Background: an optimization exercise with open tools, aiming at small area. Do not read the settings as production practice. In this exercise RTL edits were held to simulation tests only and were not proved equivalent to the original. Power and IR drop assume default switching activity.

==> inputs of indigo <==
Design trace_frame_rx, start of the top module:
module trace_frame_rx (
    input  logic         clk,
    input  logic         rst,
    input  logic         rx_dv,
    input  logic [7:0]   rx_byte,
    output logic [127:0] pt,
    output logic [127:0] key,
    output logic [127:0] ct,
    output logic         smp_we,
    output logic [9:0]   smp_addr,
    output logic [7:0]   smp_data,
    output logic         mark_found,
    output logic [9:0]   mark_idx,
    output logic         frame_valid,
    output logic         frame_err,
    output logic         busy,
    output logic [15:0]  frame_count
);
==> module trace_frame_rx, before the edit <==
module trace_frame_rx (
    input  logic         clk,
    input  logic         rst,
    input  logic         rx_dv,
    input  logic [7:0]   rx_byte,
    output logic [127:0] pt,
    output logic [127:0] key,
    output logic [127:0] ct,
    output logic         smp_we,
    output logic [9:0]   smp_addr,
    output logic [7:0]   smp_data,
    output logic         mark_found,
    output logic [9:0]   mark_idx,
    output logic         frame_valid,
    output logic         frame_err,
    output logic         busy,
    output logic [15:0]  frame_count
);
    localparam logic [10:0] POS_FIRST = 11'd976;    
    localparam logic [10:0] POS_LAST  = 11'd2046;   
    localparam logic [16:0] TMO_LAST  = 17'h1FF01;
    logic [10:0]  pos_q;
    logic         busy_q;
    logic [16:0]  tmo_q;          
    logic [383:0] stg_n_q;        
    logic [383:0] txt_n_q;        
    logic         found_q;
    logic [9:0]   idx_q;
    logic         mfound_n_q;
    logic [9:0]   midx_n_q;
    logic         pub_n_q;        
    logic         smp_we_q;
    logic [7:0]   smp_data_q;
    logic         frame_valid_q;
    logic         frame_err_q;
    logic [15:0]  frame_count_q;
    logic [10:0]  pos_inc;
    logic         in_smp, smp_take, hdr_take, last, tmo_hit, is_mark;
    logic         found_d;
    logic [9:0]   idx_d;
    always_comb begin
        pos_inc  = pos_q + 11'd1;
        in_smp   = pos_q[10] | (&pos_q[9:0]);
        smp_take = rx_dv & busy_q & in_smp;
        hdr_take = rx_dv & ~(busy_q & in_smp);
        last     = smp_take & (pos_q == POS_LAST);
        tmo_hit  = busy_q & ~rx_dv & (tmo_q == TMO_LAST);
        is_mark  = (rx_byte == 8'hFF);
        found_d  = in_smp & (found_q | (rx_dv & is_mark));
        idx_d    = found_q ? idx_q : pos_inc[9:0];
    end
    always_ff @(posedge clk or posedge rst) begin
        if (rst) begin
            busy_q        <= 1'b0;
            smp_we_q      <= 1'b0;
            frame_valid_q <= 1'b0;
            frame_err_q   <= 1'b0;
            frame_count_q <= '0;
            pub_n_q       <= 1'b1;
        end else begin
            busy_q        <= busy_q ? ~(last | tmo_hit) : rx_dv;
            smp_we_q      <= smp_take;
            frame_valid_q <= last;
            frame_err_q   <= tmo_hit;
            if (last) begin
                frame_count_q <= frame_count_q + 16'd1;
                pub_n_q       <= 1'b0;
            end
        end
    end
    always_ff @(posedge clk) begin
        pos_q      <= busy_q ? (rx_dv ? pos_inc : pos_q) : POS_FIRST;
        tmo_q      <= rx_dv ? 17'd0 : {tmo_q[15:0], ~(tmo_q[16] ^ tmo_q[13])};
        smp_data_q <= rx_byte;
        found_q    <= found_d;
        idx_q      <= idx_d;
        if (hdr_take) stg_n_q <= {stg_n_q[375:0], ~rx_byte};
        if (last) begin
            txt_n_q    <= stg_n_q;
            mfound_n_q <= ~found_d;
            midx_n_q   <= ~(idx_d & {10{found_d}});
        end
    end
    assign pt          = ~(txt_n_q[383:256] | {128{pub_n_q}});
    assign key         = ~(txt_n_q[255:128] | {128{pub_n_q}});
    assign ct          = ~(txt_n_q[127:0]   | {128{pub_n_q}});
    assign mark_found  = ~(mfound_n_q | pub_n_q);
    assign mark_idx    = ~(midx_n_q | {10{pub_n_q}});
    assign smp_we      = smp_we_q;
    assign smp_addr    = pos_q[9:0];
    assign smp_data    = smp_data_q;
    assign frame_valid = frame_valid_q;
    assign frame_err   = frame_err_q;
    assign busy        = busy_q;
    assign frame_count = frame_count_q;
endmodule
export LEC_CHECK = 0
export ABC_AREA = 1
export CAP_MARGIN = 20
export CORE_MARGIN = 2
export CORE_UTILIZATION = 75
export SLEW_MARGIN = 20
create_clock -name core_clock -period 5.0 [get_ports {clk}]
standard.sh (not shown) runs the stock make flow with config.mk's settings and CLKGATE_MAP_FILE= SYNTH_SCRIPT=/design/flow/synth_recipe.tcl, a recipe that flattens the netlist after the stock synthesis.
==> flow/flow/run.sh <==
#!/bin/bash
# Standard ORFS layout (standard.sh), with the port buffers and the clock tree
# built from smaller cells. The make output goes to flow_make.log; each ORFS
# step writes its own log under orfs/logs/.
set -euo pipefail
export BUFFER_PORTS_ARGS="-buffer_cell sky130_fd_sc_hd__buf_1"
export CTS_ARGS="-sink_clustering_enable -repair_clock_nets -dont_use_dummy_load -sink_clustering_size 16 -sink_clustering_max_diameter 60 -buf_list sky130_fd_sc_hd__clkbuf_8"
bash standard.sh > flow_make.log 2>&1
==> harbor: changes against indigo <==
--- a/flow/design.v
+++ b/flow/design.v
@@ -18,7 +18,7 @@
 );
     localparam logic [10:0] POS_FIRST = 11'd976;    
     localparam logic [10:0] POS_LAST  = 11'd2046;   
-    localparam logic [16:0] TMO_LAST  = 17'h1FF01;
+    localparam logic [16:0] TMO_LAST  = 17'h0AA01;
     logic [10:0]  pos_q;
     logic         busy_q;
     logic [16:0]  tmo_q;          
@@ -70,7 +70,7 @@
     end
     always_ff @(posedge clk) begin
         pos_q      <= busy_q ? (rx_dv ? pos_inc : pos_q) : POS_FIRST;
-        tmo_q      <= rx_dv ? 17'd0 : {tmo_q[15:0], ~(tmo_q[16] ^ tmo_q[13])};
+        tmo_q      <= rx_dv ? 17'd0 : {~tmo_q[15:0], tmo_q[16] ^ tmo_q[13]};
         smp_data_q <= rx_byte;
         found_q    <= found_d;
         idx_q      <= idx_d;
@@ -78,14 +78,14 @@
         if (last) begin
             txt_n_q    <= stg_n_q;
             mfound_n_q <= ~found_d;
-            midx_n_q   <= ~(idx_d & {10{found_d}});
+            midx_n_q   <= ~idx_d;
         end
     end
     assign pt          = ~(txt_n_q[383:256] | {128{pub_n_q}});
     assign key         = ~(txt_n_q[255:128] | {128{pub_n_q}});
     assign ct          = ~(txt_n_q[127:0]   | {128{pub_n_q}});
     assign mark_found  = ~(mfound_n_q | pub_n_q);
-    assign mark_idx    = ~(midx_n_q | {10{pub_n_q}});
+    assign mark_idx    = ~(midx_n_q | {10{mfound_n_q | pub_n_q}});
     assign smp_we      = smp_we_q;
     assign smp_addr    = pos_q[9:0];
     assign smp_data    = smp_data_q;
- ABC_AREA: 1 -> default
- CAP_MARGIN: 20 -> 5
- CORE_UTILIZATION: 75 -> 60
- SLEW_MARGIN: 20 -> 5
==> raven: changes against indigo <==
--- a/flow/design.v
+++ b/flow/design.v
@@ -18,10 +18,9 @@
 );
     localparam logic [10:0] POS_FIRST = 11'd976;    
     localparam logic [10:0] POS_LAST  = 11'd2046;   
-    localparam logic [16:0] TMO_LAST  = 17'h1FF01;
     logic [10:0]  pos_q;
     logic         busy_q;
-    logic [16:0]  tmo_q;          
+    logic [15:0]  tmo_q;
     logic [383:0] stg_n_q;        
     logic [383:0] txt_n_q;        
     logic         found_q;
@@ -44,7 +43,7 @@
         smp_take = rx_dv & busy_q & in_smp;
         hdr_take = rx_dv & ~(busy_q & in_smp);
         last     = smp_take & (pos_q == POS_LAST);
-        tmo_hit  = busy_q & ~rx_dv & (tmo_q == TMO_LAST);
+        tmo_hit  = busy_q & ~rx_dv & (&tmo_q);
         is_mark  = (rx_byte == 8'hFF);
         found_d  = in_smp & (found_q | (rx_dv & is_mark));
         idx_d    = found_q ? idx_q : pos_inc[9:0];
@@ -70,7 +69,7 @@
     end
     always_ff @(posedge clk) begin
         pos_q      <= busy_q ? (rx_dv ? pos_inc : pos_q) : POS_FIRST;
-        tmo_q      <= rx_dv ? 17'd0 : {tmo_q[15:0], ~(tmo_q[16] ^ tmo_q[13])};
+        tmo_q      <= rx_dv ? 16'd0 : tmo_q + 16'd1;
         smp_data_q <= rx_byte;
         found_q    <= found_d;
         idx_q      <= idx_d;
==> flow/run.sh (new file) <==
#!/bin/bash
# synth_recipe.tcl (not shown) runs the flow's synth.tcl, then flattens the netlist and writes it again
# the make line also repeats each setting of config.mk as NAME=value (left out here)
make -C /OpenROAD-flow-scripts/flow DESIGN_CONFIG=/design/flow/config.mk WORK_HOME=/design/flow/orfs CLKGATE_MAP_FILE= SYNTH_SCRIPT=/design/flow/synth_recipe.tcl finish
- ABC_AREA: 1 -> default
- CORE_UTILIZATION: 75 -> 40
removed: flow/flow/run.sh
removed: flow/standard.sh
==> zinc: changes against indigo <==
==> flow/flow/run.sh (replaced) <==
#!/bin/bash
# Standard ORFS layout (standard.sh), with the port buffers and the clock tree
# built from smaller cells. The make output goes to flow_make.log; each ORFS
# step writes its own log under orfs/logs/.
set -euo pipefail
export BUFFER_PORTS_ARGS="-buffer_cell sky130_fd_sc_hd__buf_1"
export CTS_ARGS="-sink_clustering_enable -repair_clock_nets -dont_use_dummy_load -sink_clustering_size 8 -sink_clustering_max_diameter 30 -buf_list sky130_fd_sc_hd__clkbuf_4"
bash standard.sh > flow_make.log 2>&1
- ABC_AREA: 1 -> default
- CORE_UTILIZATION: 75 -> 60
==> notes.md <==
item                                                                   zinc                       raven                     harbor                     indigo
Run status                                                   finished clean              finished clean             finished clean             finished clean
Starting utilization of the core area                                61.08%                      40.19%                     60.96%                     76.35%
Mapped Cells                                                           1494                        1525                       1491                       1624
Die extent in x                                                    219.4 um                    268.6 um                   219.2 um                   197.5 um
Count of state elements after synthesis                                 847                         846                        847                        847
Tightest hold margin                                               197.1 ps                    418.9 ps                   389.3 ps                   419.9 ps
Routed vias                                                           14043                       14069                      13329                      14351
Post-route cell area                                            0.03137 mm2                 0.03652 mm2                0.03100 mm2                0.03114 mm2
Number of ordinary inverters in the final layout                         14                          14                         19                         63
Nets@finish                                                            2058                        2031                       1958                       2096
Slew at the pin with the worst max-slew slack                       1043 ps                    869.5 ps                   891.5 ps                   912.9 ps
Clock buf count                                                         148                         102                         59                         59
Placed wire-length estimate                                        34880 um                    37390 um                   33640 um                   35910 um
Max frequency                                                     257.6 MHz                   261.4 MHz                  280.6 MHz                  281.8 MHz
Met1 usage in global routing                                         29.49%                      21.51%                     28.01%                     35.33%
Cell at the root of the clock tree                sky130_fd_sc_hd__clkbuf_4  sky130_fd_sc_hd__clkbuf_16  sky130_fd_sc_hd__clkbuf_8  sky130_fd_sc_hd__clkbuf_8
Routed length on met1                                              21930 um                    24780 um                   21300 um                   19610 um
Post-detailed-placement cell area                               0.03025 mm2                 0.03367 mm2                0.03019 mm2                0.03030 mm2
Overall Power                                                      13.53 mW                    14.58 mW                   11.35 mW                   12.19 mW
Met2 routed wirelength                                             26170 um                    26880 um                   24150 um                   26930 um
Fraction of synthesized area in multiplexers                       0.04045%                    0.04022%                   0.05404%                         0%

==> what the ideal ports hide <==
The results above use ideal ports. As a check the final layouts listed here were re-extracted and re-timed, cells and wires unchanged. Step 1 sets driving cells, clkbuf_16 on the clock port and buf_2 on the other inputs (assumed; they add their load-dependent delay and slew). Step 2, shift: input delay + t, output delay - t, t = (earliest + latest rising clock arrival at the registers) / 2. This alone moves slack from input paths to output paths. a / b / c = ideal / step 1 / step 2; a / b = the first two.
run	t, ns	setup WS [ns]	latest minus earliest clock arrival (ns)	cell pins on the clock port's net
indigo	0.705	1.451 / 1.401 / 1.841	0.042 / 0.042	1
harbor	0.718	1.436 / 1.379 / 1.616	0.038 / 0.037	1
raven	0.677	1.174 / 1.116 / 1.296	0.022 / 0.022	1
zinc	0.967	1.119 / 1.063 / 1.646	0.079 / 0.079	1
After both steps every run listed still meets setup and hold.
